This is an optimization exercise on Yosys and OpenROAD, whose aim is small area, a short achievable clock period and few clock cycles per item, not a production implementation. Function was checked by simulation only, so behaviour that the tests miss may differ from the original. No activity file was given, so power comes from the tool's default toggle rates.

## config.mk

```make
export PLATFORM = sky130hd
export DESIGN_NAME = sorted_priority_queue
export DESIGN_NICKNAME = sorted_priority_queue
export VERILOG_FILES = /design/flow/design.v
export SDC_FILE = /design/flow/constraint.sdc
export NUM_CORES = 4
export LEC_CHECK = 0
export CAP_MARGIN = 20
export CORE_MARGIN = 2
export CORE_UTILIZATION = 40
export SLEW_MARGIN = 20
```

## run.sh

```bash
#!/bin/bash
# synth_recipe.tcl (not shown) runs the flow's synth.tcl, then flattens the netlist and writes it again
# the make line also repeats each setting of config.mk as NAME=value (left out here)
make -C /OpenROAD-flow-scripts/flow DESIGN_CONFIG=/design/flow/config.mk WORK_HOME=/design/flow/orfs CLKGATE_MAP_FILE= SYNTH_SCRIPT=/design/flow/synth_recipe.tcl finish
```

## design.v

```verilog
`default_nettype none
package spq_pkg;
    localparam int DEPTH  = 16;
    localparam int IDX_W  = $clog2(DEPTH);
    localparam int CNT_W  = $clog2(DEPTH + 1);
    localparam int TAG_W  = 16;
    localparam int PRIO_W = 16;
    typedef logic [IDX_W-1:0] idx_t;
    typedef logic [CNT_W-1:0] cnt_t;
    typedef enum logic [2:0] {
        FN_ENQ    = 3'd0,
        FN_DEQ    = 3'd1,
        FN_PEEK   = 3'd2,
        FN_GET    = 3'd3,
        FN_CHANGE = 3'd4,
        FN_RANGE  = 3'd5,
        FN_CLEAR  = 3'd6
    } func_t;
    typedef enum logic [2:0] {
        ST_OK       = 3'd0,
        ST_TAKEN    = 3'd1,
        ST_EMPTY    = 3'd2,
        ST_NOTFOUND = 3'd3,
        ST_FULL     = 3'd4,
        ST_AMBIG    = 3'd5
    } status_t;
    typedef enum logic [2:0] {
        S_IDLE,
        S_SCAN,
        S_MOVE,
        S_PLACE,
        S_RESP
    } state_t;
    typedef struct packed {
        logic [TAG_W-1:0]  tag;
        logic [PRIO_W-1:0] prio;
    } entry_t;
    typedef struct packed {
        logic [TAG_W-1:0]  tag;
        logic [PRIO_W-1:0] prio;
        logic [PRIO_W-1:0] hi;
    } key_t;
    typedef struct packed {
        logic prio_eq;
        logic prio_gt;
        logic tag_eq;
        logic in_range;
    } cmp_t;
    typedef struct packed {
        logic   we;
        idx_t   waddr;
        entry_t wdata;
        idx_t   raddr;
    } mem_req_t;
endpackage
`default_nettype wire
`default_nettype none
module spq_store (
    input  logic              clk,
    input  spq_pkg::mem_req_t req,
    output spq_pkg::entry_t   rdata
);
    logic [spq_pkg::TAG_W+spq_pkg::PRIO_W-1:0] store_mem [0:spq_pkg::DEPTH-1];
    spq_pkg::entry_t rdata_reg;
    always_ff @(posedge clk)
    begin
        if (req.we)
        begin
            store_mem[req.waddr] <= req.wdata;
        end
        rdata_reg <= store_mem[req.raddr];
    end
    assign rdata = rdata_reg;
endmodule
`default_nettype wire
`default_nettype none
module spq_cmp (
    input  spq_pkg::entry_t entry,
    input  spq_pkg::key_t   key,
    output spq_pkg::cmp_t   res
);
    assign res.prio_eq  = (entry.prio == key.prio);
    assign res.prio_gt  = (entry.prio > key.prio);
    assign res.tag_eq   = (entry.tag == key.tag);
    assign res.in_range = (entry.prio >= key.prio) && (entry.prio <= key.hi);
endmodule
`default_nettype wire
`default_nettype none
module spq_ctrl (
    input  logic                        clk,
    input  logic                        rst_n,
    input  logic                        in_valid,
    output logic                        in_ready,
    input  logic [2:0]                  func,
    input  logic [spq_pkg::TAG_W-1:0]   tag,
    input  logic [spq_pkg::PRIO_W-1:0]  prio,
    input  logic [spq_pkg::PRIO_W-1:0]  high_bound,
    output logic                        out_valid,
    input  logic                        out_ready,
    output logic [2:0]                  status,
    output logic [spq_pkg::TAG_W-1:0]   out_tag,
    output logic [spq_pkg::PRIO_W-1:0]  out_prio,
    output logic [spq_pkg::CNT_W-1:0]   removed,
    output logic [spq_pkg::CNT_W-1:0]   count,
    output spq_pkg::mem_req_t           mem_req,
    input  spq_pkg::entry_t             rdata,
    output spq_pkg::key_t               key,
    input  spq_pkg::cmp_t               cmp
);
    spq_pkg::state_t state_reg, state_next;
    spq_pkg::cnt_t   fill_reg, fill_next;
    logic            dv_reg, dv_next;
    logic            out_valid_reg, out_valid_next;
    logic [2:0]      op_reg, op_next;
    spq_pkg::key_t   key_reg, key_next;
    spq_pkg::idx_t   rd_idx_reg, rd_idx_next;
    spq_pkg::cnt_t   rd_left_reg, rd_left_next;
    spq_pkg::idx_t   dat_idx_reg, dat_idx_next;
    spq_pkg::cnt_t   wr_ptr_reg, wr_ptr_next;
    logic            down_reg, down_next;
    logic            place_reg, place_next;
    spq_pkg::idx_t   place_idx_reg, place_idx_next;
    logic                        taken_reg, taken_next;
    spq_pkg::cnt_t               pos_reg, pos_next;
    logic [1:0]                  hits_reg, hits_next;
    spq_pkg::idx_t               at_reg, at_next;
    logic [spq_pkg::PRIO_W-1:0]  at_prio_reg, at_prio_next;
    spq_pkg::entry_t             head_reg, head_next;
    spq_pkg::cnt_t               rem_cnt_reg, rem_cnt_next;
    spq_pkg::status_t            res_status_reg, res_status_next;
    logic [spq_pkg::TAG_W-1:0]   res_tag_reg, res_tag_next;
    logic [spq_pkg::PRIO_W-1:0]  res_prio_reg, res_prio_next;
    spq_pkg::status_t            status_reg, status_next;
    logic [spq_pkg::TAG_W-1:0]   out_tag_reg, out_tag_next;
    logic [spq_pkg::PRIO_W-1:0]  out_prio_reg, out_prio_next;
    spq_pkg::cnt_t               removed_reg, removed_next;
    spq_pkg::cnt_t               count_reg, count_next;
    spq_pkg::status_t            dec_status;
    logic [spq_pkg::TAG_W-1:0]   dec_tag;
    logic [spq_pkg::PRIO_W-1:0]  dec_prio;
    spq_pkg::cnt_t               dec_fill;
    logic                        dec_move;
    logic                        dec_down;
    spq_pkg::idx_t               dec_rd_idx;
    spq_pkg::cnt_t               dec_rd_left;
    spq_pkg::cnt_t               dec_wr;
    logic                        dec_place;
    spq_pkg::idx_t               dec_place_idx;
    spq_pkg::cnt_t               pos_new;
    spq_pkg::cnt_t               at_ext;
    logic accept;
    logic pass_done;
    logic resp_go;
    assign accept    = in_valid && (state_reg == spq_pkg::S_IDLE);
    assign pass_done = (rd_left_reg == '0) && !dv_reg;
    assign resp_go   = !out_valid_reg || out_ready;
    assign key       = key_reg;
    assign in_ready  = (state_reg == spq_pkg::S_IDLE);
    assign out_valid = out_valid_reg;
    assign status    = status_reg;
    assign out_tag   = out_tag_reg;
    assign out_prio  = out_prio_reg;
    assign removed   = removed_reg;
    assign count     = count_reg;
    always_comb
    begin
        dec_status    = spq_pkg::ST_OK;
        dec_tag       = '0;
        dec_prio      = '0;
        dec_fill      = fill_reg;
        dec_move      = 1'b0;
        dec_down      = 1'b0;
        dec_rd_idx    = '0;
        dec_rd_left   = '0;
        dec_wr        = '0;
        dec_place     = 1'b0;
        dec_place_idx = '0;
        at_ext        = spq_pkg::cnt_t'(at_reg);
        pos_new       = pos_reg - spq_pkg::cnt_t'(at_prio_reg > key_reg.prio);
        unique case (op_reg)
            spq_pkg::FN_ENQ:
            begin
                if (taken_reg)
                begin
                    dec_status = spq_pkg::ST_TAKEN;
                end
                else if (fill_reg == spq_pkg::cnt_t'(spq_pkg::DEPTH))
                begin
                    dec_status = spq_pkg::ST_FULL;
                end
                else
                begin
                    dec_fill      = fill_reg + spq_pkg::cnt_t'(1);
                    dec_place     = 1'b1;
                    dec_place_idx = spq_pkg::idx_t'(pos_reg);
                    if (pos_reg < fill_reg)
                    begin
                        dec_move    = 1'b1;
                        dec_down    = 1'b1;
                        dec_rd_idx  = spq_pkg::idx_t'(fill_reg - spq_pkg::cnt_t'(1));
                        dec_rd_left = fill_reg - pos_reg;
                        dec_wr      = fill_reg;
                    end
                end
            end
            spq_pkg::FN_DEQ, spq_pkg::FN_PEEK:
            begin
                if (fill_reg == '0)
                begin
                    dec_status = spq_pkg::ST_EMPTY;
                end
                else
                begin
                    dec_tag  = head_reg.tag;
                    dec_prio = head_reg.prio;
                    if (op_reg == spq_pkg::FN_DEQ)
                    begin
                        dec_fill = fill_reg - spq_pkg::cnt_t'(1);
                        if (fill_reg > spq_pkg::cnt_t'(1))
                        begin
                            dec_move    = 1'b1;
                            dec_rd_idx  = spq_pkg::idx_t'(1);
                            dec_rd_left = fill_reg - spq_pkg::cnt_t'(1);
                            dec_wr      = '0;
                        end
                    end
                end
            end
            spq_pkg::FN_GET:
            begin
                if (hits_reg == '0)
                begin
                    dec_status = spq_pkg::ST_NOTFOUND;
                end
                else
                begin
                    dec_prio = at_prio_reg;
                end
            end
            spq_pkg::FN_CHANGE:
            begin
                if (taken_reg)
                begin
                    dec_status = spq_pkg::ST_TAKEN;
                end
                else if (hits_reg[1])
                begin
                    dec_status = spq_pkg::ST_AMBIG;
                end
                else if (hits_reg == '0)
                begin
                    dec_status = spq_pkg::ST_NOTFOUND;
                end
                else
                begin
                    dec_place     = 1'b1;
                    dec_place_idx = spq_pkg::idx_t'(pos_new);
                    if (at_ext < pos_new)
                    begin
                        dec_move    = 1'b1;
                        dec_rd_idx  = at_reg + spq_pkg::idx_t'(1);
                        dec_rd_left = pos_new - at_ext;
                        dec_wr      = at_ext;
                    end
                    else if (at_ext > pos_new)
                    begin
                        dec_move    = 1'b1;
                        dec_down    = 1'b1;
                        dec_rd_idx  = at_reg - spq_pkg::idx_t'(1);
                        dec_rd_left = at_ext - pos_new;
                        dec_wr      = at_ext;
                    end
                end
            end
            spq_pkg::FN_RANGE:
            begin
                dec_fill = wr_ptr_reg;
            end
            default:
            begin
                dec_status = spq_pkg::ST_OK;
            end
        endcase
    end
    always_comb
    begin
        state_next = state_reg;
        unique case (state_reg)
            spq_pkg::S_IDLE:
            begin
                if (accept)
                begin
                    unique case (func)
                        spq_pkg::FN_ENQ, spq_pkg::FN_DEQ, spq_pkg::FN_PEEK,
                        spq_pkg::FN_GET, spq_pkg::FN_CHANGE, spq_pkg::FN_RANGE:
                            state_next = spq_pkg::S_SCAN;
                        default:
                            state_next = spq_pkg::S_RESP;
                    endcase
                end
            end
            spq_pkg::S_SCAN:
            begin
                if (pass_done)
                begin
                    if (dec_move)
                    begin
                        state_next = spq_pkg::S_MOVE;
                    end
                    else if (dec_place)
                    begin
                        state_next = spq_pkg::S_PLACE;
                    end
                    else
                    begin
                        state_next = spq_pkg::S_RESP;
                    end
                end
            end
            spq_pkg::S_MOVE:
            begin
                if (pass_done)
                begin
                    state_next = place_reg ? spq_pkg::S_PLACE : spq_pkg::S_RESP;
                end
            end
            spq_pkg::S_PLACE:
            begin
                state_next = spq_pkg::S_RESP;
            end
            spq_pkg::S_RESP:
            begin
                if (resp_go)
                begin
                    state_next = spq_pkg::S_IDLE;
                end
            end
            default:
            begin
                state_next = spq_pkg::S_IDLE;
            end
        endcase
    end
    always_comb
    begin
        fill_next       = fill_reg;
        dv_next         = 1'b0;
        out_valid_next  = out_valid_reg && !out_ready;
        op_next         = op_reg;
        key_next        = key_reg;
        rd_idx_next     = rd_idx_reg;
        rd_left_next    = rd_left_reg;
        dat_idx_next    = dat_idx_reg;
        wr_ptr_next     = wr_ptr_reg;
        down_next       = down_reg;
        place_next      = place_reg;
        place_idx_next  = place_idx_reg;
        taken_next      = taken_reg;
        pos_next        = pos_reg;
        hits_next       = hits_reg;
        at_next         = at_reg;
        at_prio_next    = at_prio_reg;
        head_next       = head_reg;
        rem_cnt_next    = rem_cnt_reg;
        res_status_next = res_status_reg;
        res_tag_next    = res_tag_reg;
        res_prio_next   = res_prio_reg;
        status_next     = status_reg;
        out_tag_next    = out_tag_reg;
        out_prio_next   = out_prio_reg;
        removed_next    = removed_reg;
        count_next      = count_reg;
        mem_req.we      = 1'b0;
        mem_req.waddr   = spq_pkg::idx_t'(wr_ptr_reg);
        mem_req.wdata   = rdata;
        mem_req.raddr   = rd_idx_reg;
        if ((state_reg == spq_pkg::S_SCAN) || (state_reg == spq_pkg::S_MOVE))
        begin
            if (rd_left_reg != '0)
            begin
                dv_next      = 1'b1;
                dat_idx_next = rd_idx_reg;
                rd_left_next = rd_left_reg - spq_pkg::cnt_t'(1);
                rd_idx_next  = down_reg ? (rd_idx_reg - spq_pkg::idx_t'(1))
                                        : (rd_idx_reg + spq_pkg::idx_t'(1));
            end
        end
        unique case (state_reg)
            spq_pkg::S_IDLE:
            begin
                if (accept)
                begin
                    op_next         = func;
                    key_next.tag    = tag;
                    key_next.prio   = prio;
                    key_next.hi     = high_bound;
                    rd_idx_next     = '0;
                    rd_left_next    = fill_reg;
                    wr_ptr_next     = '0;
                    down_next       = 1'b0;
                    place_next      = 1'b0;
                    taken_next      = 1'b0;
                    pos_next        = '0;
                    hits_next       = '0;
                    rem_cnt_next    = '0;
                    res_status_next = spq_pkg::ST_OK;
                    res_tag_next    = '0;
                    res_prio_next   = '0;
                    if (func == spq_pkg::FN_CLEAR)
                    begin
                        rem_cnt_next = fill_reg;
                        fill_next    = '0;
                    end
                end
            end
            spq_pkg::S_SCAN:
            begin
                if (dv_reg)
                begin
                    taken_next = taken_reg || cmp.prio_eq;
                    pos_next   = pos_reg + spq_pkg::cnt_t'(cmp.prio_gt);
                    if (cmp.tag_eq)
                    begin
                        if (hits_reg == '0)
                        begin
                            at_next      = dat_idx_reg;
                            at_prio_next = rdata.prio;
                        end
                        if (!hits_reg[1])
                        begin
                            hits_next = hits_reg + 2'd1;
                        end
                    end
                    if (dat_idx_reg == '0)
                    begin
                        head_next = rdata;
                    end
                    if (op_reg == spq_pkg::FN_RANGE)
                    begin
                        if (cmp.in_range)
                        begin
                            rem_cnt_next = rem_cnt_reg + spq_pkg::cnt_t'(1);
                        end
                        else
                        begin
                            mem_req.we  = 1'b1;
                            wr_ptr_next = wr_ptr_reg + spq_pkg::cnt_t'(1);
                        end
                    end
                end
                if (pass_done)
                begin
                    res_status_next = dec_status;
                    res_tag_next    = dec_tag;
                    res_prio_next   = dec_prio;
                    fill_next       = dec_fill;
                    rd_idx_next     = dec_rd_idx;
                    rd_left_next    = dec_rd_left;
                    wr_ptr_next     = dec_wr;
                    down_next       = dec_down;
                    place_next      = dec_place;
                    place_idx_next  = dec_place_idx;
                end
            end
            spq_pkg::S_MOVE:
            begin
                if (dv_reg)
                begin
                    mem_req.we  = 1'b1;
                    wr_ptr_next = down_reg ? (wr_ptr_reg - spq_pkg::cnt_t'(1))
                                           : (wr_ptr_reg + spq_pkg::cnt_t'(1));
                end
            end
            spq_pkg::S_PLACE:
            begin
                mem_req.we         = 1'b1;
                mem_req.waddr      = place_idx_reg;
                mem_req.wdata.tag  = key_reg.tag;
                mem_req.wdata.prio = key_reg.prio;
            end
            spq_pkg::S_RESP:
            begin
                if (resp_go)
                begin
                    out_valid_next = 1'b1;
                    status_next    = res_status_reg;
                    out_tag_next   = res_tag_reg;
                    out_prio_next  = res_prio_reg;
                    removed_next   = rem_cnt_reg;
                    count_next     = fill_reg;
                end
            end
            default:
            begin
                dv_next = 1'b0;
            end
        endcase
    end
    always_ff @(posedge clk or negedge rst_n)
    begin
        if (!rst_n)
        begin
            state_reg     <= spq_pkg::S_IDLE;
            fill_reg      <= '0;
            dv_reg        <= 1'b0;
            out_valid_reg <= 1'b0;
        end
        else
        begin
            state_reg     <= state_next;
            fill_reg      <= fill_next;
            dv_reg        <= dv_next;
            out_valid_reg <= out_valid_next;
        end
    end
    always_ff @(posedge clk)
    begin
        op_reg         <= op_next;
        key_reg        <= key_next;
        rd_idx_reg     <= rd_idx_next;
        rd_left_reg    <= rd_left_next;
        dat_idx_reg    <= dat_idx_next;
        wr_ptr_reg     <= wr_ptr_next;
        down_reg       <= down_next;
        place_reg      <= place_next;
        place_idx_reg  <= place_idx_next;
        taken_reg      <= taken_next;
        pos_reg        <= pos_next;
        hits_reg       <= hits_next;
        at_reg         <= at_next;
        at_prio_reg    <= at_prio_next;
        head_reg       <= head_next;
        rem_cnt_reg    <= rem_cnt_next;
        res_status_reg <= res_status_next;
        res_tag_reg    <= res_tag_next;
        res_prio_reg   <= res_prio_next;
        status_reg     <= status_next;
        out_tag_reg    <= out_tag_next;
        out_prio_reg   <= out_prio_next;
        removed_reg    <= removed_next;
        count_reg      <= count_next;
    end
endmodule
`default_nettype wire
`default_nettype none
module sorted_priority_queue (
    input  logic                        clk,
    input  logic                        rst_n,
    input  logic                        in_valid,
    output logic                        in_ready,
    input  logic [2:0]                  func,
    input  logic [spq_pkg::TAG_W-1:0]   tag,
    input  logic [spq_pkg::PRIO_W-1:0]  prio,
    input  logic [spq_pkg::PRIO_W-1:0]  high_bound,
    output logic                        out_valid,
    input  logic                        out_ready,
    output logic [2:0]                  status,
    output logic [spq_pkg::TAG_W-1:0]   out_tag,
    output logic [spq_pkg::PRIO_W-1:0]  out_prio,
    output logic [spq_pkg::CNT_W-1:0]   removed,
    output logic [spq_pkg::CNT_W-1:0]   count
);
    spq_pkg::mem_req_t mem_req;
    spq_pkg::entry_t   rdata;
    spq_pkg::key_t     key;
    spq_pkg::cmp_t     cmp;
    spq_store u_store (
        .clk   (clk),
        .req   (mem_req),
        .rdata (rdata)
    );
    spq_cmp u_cmp (
        .entry (rdata),
        .key   (key),
        .res   (cmp)
    );
    spq_ctrl u_ctrl (
        .clk        (clk),
        .rst_n      (rst_n),
        .in_valid   (in_valid),
        .in_ready   (in_ready),
        .func       (func),
        .tag        (tag),
        .prio       (prio),
        .high_bound (high_bound),
        .out_valid  (out_valid),
        .out_ready  (out_ready),
        .status     (status),
        .out_tag    (out_tag),
        .out_prio   (out_prio),
        .removed    (removed),
        .count      (count),
        .mem_req    (mem_req),
        .rdata      (rdata),
        .key        (key),
        .cmp        (cmp)
    );
endmodule
`default_nettype wire
```

## constraint.sdc

```tcl
create_clock -name core_clock -period 6.0 [get_ports {clk}]
set_input_delay 1.2000 -clock core_clock [delete_from_list [all_inputs] [get_ports {clk}]]
set_output_delay 1.2000 -clock core_clock [all_outputs]
set_load 0.01 [all_outputs]
```

==> impl_metrics.py <==
metrics = {
    "status": {
        "status": "timing/DRC/antenna clean",
    },
    "synthesis": {
        "yosysUniqueCellTypes": 80,
        "ys_warn_count": 2,
        "yosys_register_bits": 774,
        "postSynthAreaPerCell_um2": 18.3,
        "synthArstFlopShare_pct": 1.29,
        "synth_ff_type": "edfxtp_1",
        "post_synth_instance_area_mm2": 0.0316,
        "syn_nets": 1863,
        "ys_seq_area_share_pct": 72.0,
        "syn_inst": 1727,
        "synth_edf_count": 723,
    },
    "worst_setup_path": {
        "critPathLaunchType": "register",
        "reg2reg_depth": 17,
        "crit_type": "reg -> reg",
        "r2r_slack_ns": 1.45,
        "r2r_start": "u_ctrl.at_prio_reg[7]",
        "required_ns": 6.36,
        "cp-end-kind": "register",
        "cp_max_fo": 6,
        "worstPathArrival_ns": 4.91,
        "r2r-end": "u_ctrl.wr_ptr_reg[1]",
    },
    "floorplanning": {
        "fp.dieH_um": 285,
        "dieArea_mm2": 0.0813,
        "core_mm2": 0.0786,
        "ios": 102,
        "die_w_um": 285,
        "rows": 103,
        "floorplan.initialDensity_pct": 40.2,
    },
    "finish": {
        "multi_input_area_mm2": 0.00844,
        "post-route-cell-area_mm2": 0.0369,
        "fin_nets": 2028,
        "ff_latch_area_mm2": 0.0228,
        "final_common_cell": "edfxtp_1",
        "final_cell_mix": "edfxtp_1, mux4_2, clkdlybuf4s50_1",
        "largest_reg_flops": 512,
        "utilization_pct": 46.9,
        "syn2layout_area_growth_pct": 16.6,
        "layout-drive-gt1-share_pct": 20.1,
        "num-fill-cells": 6646,
    },
    "cts": {
        "cts_tree": "built",
        "numClockSinks": 774,
        "hold_buffers": 0,
        "max-clock-path-buffers": 3,
        "cts-root-buf": "clkbuf_16",
        "cts.repair.resized": 0,
        "cts_htree_levels": 3,
        "clk_pin_slew_worst_paths_ns": 0.06,
        "cts_made_buffers": 81,
        "clock_latency_ns": 0.62,
        "cts_setup_buffers": 0,
    },
    "hold_path": {
        "holdPathEnd": "u_ctrl.status_reg[0]",
        "min_path_type": "reg -> reg",
        "whs_path_depth": 0,
        "min_from": "u_ctrl.res_status_reg[0]",
    },
    "placed_design": {
        "numPortBuffers": 101,
        "post-dp-hpwl_um": 44900,
        "placed_area_mm2": 0.0342,
        "gp_congestion": 0.905,
    },
    "grt": {
        "busiest_layer": "met2",
        "grt_use_met3_pct": 2.40,
        "grt_pass1_wl_um": 110000,
        "grt_start_max_net_pins": 122,
        "overflow": 0,
        "grt_util_met2_pct": 29.8,
        "antenna_found_initial": 1,
        "grtUsageMet1_pct": 25.8,
        "grt_pass1_vias": 16742,
        "gr-usage-all-layers_pct": 18.3,
    },
    "flow_run": {
        "maxCapViolations": 0,
    },
    "timing": {
        "drv_slew": 0,
        "fin_crit_ns": 4.55,
        "setup_tns_ns": 0,
        "clock_skew_ns": 0.0202,
        "grt_setup_unrepaired": "no",
        "relSlewSlack_pct": 31.3,
        "worst_pin_slew_ns": 1.03,
        "finalHoldViolCount": 0,
        "fmax_mhz": 220,
        "post-route-period-util_pct": 75.9,
        "setup_viol": 0,
    },
    "detailed_routing": {
        "dr.pass1.iters": 5,
        "num_vias": 16468,
        "ant_nets": 0,
        "finalWirelength_um": 73700,
        "vias_per_cell": 5.47,
        "wl_per_cell_um": 24.5,
        "route.detailed.drc": 0,
        "drtIter0Drc": 1337,
    },
    "pwr": {
        "finalPower_mw": 17.3,
        "peakVddDrop_mv": 0.256,
        "powerDensity_mw_per_mm2": 471,
        "p_leak_nw": 12.2,
    },
}
worst max-delay path by stage:
stage | start | endpoint | slack (ns) | depth (start not counted)
CTS | u_ctrl.at_prio_reg[7] | u_ctrl.wr_ptr_reg[1] | 1.44 | 17
global route | u_ctrl.at_prio_reg[7] | u_ctrl.wr_ptr_reg[0] | 1.08 | 17
floorplan | in_valid | u_ctrl.rem_cnt_reg[0] | 0.69 | 3
detailed placement | u_ctrl.at_prio_reg[7] | u_ctrl.wr_ptr_reg[1] | 1.46 | 17
finish | u_ctrl.at_prio_reg[7] | u_ctrl.wr_ptr_reg[1] | 1.45 | 17
global placement | u_ctrl.key_reg[17] | u_ctrl.wr_ptr_reg[0] | 1.49 | 19
cell usage after synthesis (all sizes together) (5+ instances only):
library cell,number,area (µm²)
mux2,18,203
mux4,160,3600
a211oi,9,72.6
nor3,22,130
nor4,7,50.1
nor2,58,218
a21oi,35,175
inv,71,267
nor3b,5,42.5
o31ai,7,52.6
or4,6,45.0
dfrtp,10,250
a22o,19,166
a221o,6,60.1
or3,7,48.8
buf,21,120
edfxtp,723,21700
o21ai,69,345
nand3,29,145
nand2b,14,87.6
o22ai,8,50.1
ha,77,963
nor2b,11,68.8
o211ai,7,52.6
clkbuf,48,180
and2,20,128
dfxtp,41,821
nand4,11,68.8
a31oi,8,50.1
nand2,71,267
a21o,13,97.6
xor2,27,236
and3,5,31.3
o21a,9,67.6
xnor2,17,149
area by class of cell:
type	count	area share (%)
clock buffers	104	5.87
multi-input cells	813	22.9
well taps	1050	3.56
diodes	2	0.0136
flip-flops and latches	774	61.8
inverters	71	0.723
repair buffers	151	3.90
clock inverters	48	1.19
stage by stage:
| stage | hold WS, ns | cells | setup slack, ns |
|---|---|---|---|
| 5_1_grt | 0.423 | 3011 | 1.08 |
| 3_3_place_gp | 0.401 | 2857 | 1.49 |
| 6_report | 0.417 | 3013 | 1.45 |
| 3_5_place_dp | 0.405 | 2857 | 1.46 |
| 2_1_floorplan | 0.400 | 1727 | 0.694 |
| 4_1_cts | 0.420 | 3009 | 1.44 |
metal layers:
| metal | up-vias | wire length [µm] | part of all wire [%] |
|---|---|---|---|
| met5 | - | 0 | 0 |
| met4 | 0 | 1470 | 2.0 |
| met3 | 93 | 3860 | 5.2 |
| met2 | 484 | 35900 | 49 |
| met1 | 8598 | 32500 | 44 |
| li1 | 7293 | - | - |
critical path, stage by stage, from the launching register on:
cell and delay, ns:
edfxtp_1 0.40, ha_1 0.33, and4_1 0.19, nand3_1 0.09
or4_1 0.47, o21ai_0 0.09, a31oi_1 0.10, ha_1 0.25
and3_1 0.18, xnor2_1 0.26, inv_1 0.08, ha_1 0.36
o21a_1 0.14, o31a_1 0.25, o21ai_0 0.17, o21ai_0 0.41
nor3_1 0.16, a221o_1 0.37
where the power goes:
group,total (mW),leakage [nW],switching (mW),internal [mW]
combinational,4.71,3.87,2.72,1.99
clock,4.88,1.27,2.05,2.83
sequential,7.76,7.05,0.583,7.18
total,17.3,12.2,5.35,12.0
cells by family after synthesis:
| family | share of synthesized area (%) |
|---|---|
| AO/OA/AOI/OAI | 4.78 |
| XOR/XNOR | 1.22 |
| adder cells (fa/ha/maj) | 3.30 |
| buffers and inverters | 1.79 |
| flip-flops | 72.0 |
| multiplexers | 12.2 |
| AND/OR/NAND/NOR | 4.70 |
Testbench counts, summed over its fixed seeds: cycles 277,932, ops 16,000.

[re-timing with driven ports]
No port has a modelled driver above. Below, the same layout with a new extraction and two added sets of constraints. Step 1 sets driving cells, clkbuf_16 on the clock port and buf_2 on the other inputs (assumed; they add their load-dependent delay and slew). Step 2 times the ports against the registers' clock, not the clock port: input delays grow and output delays shrink by t, the midpoint of the rising clock arrivals with the driver on. a / b / c = ideal / step 1 / step 2; a / b = the first two.
t, ns: 0.674
setup slack, ns: 1.449 / 1.449 / 1.449
clock arrival spread, ns: 0.025 / 0.026
slew at the worst register clock pin (ns): 0.06 / 0.06
worst slew at a driven data input, ns: 0.05
After both steps this run still meets setup and hold. The setup slack of this run moves by 0.000 ns with the drivers and by 0.000 ns with both steps.
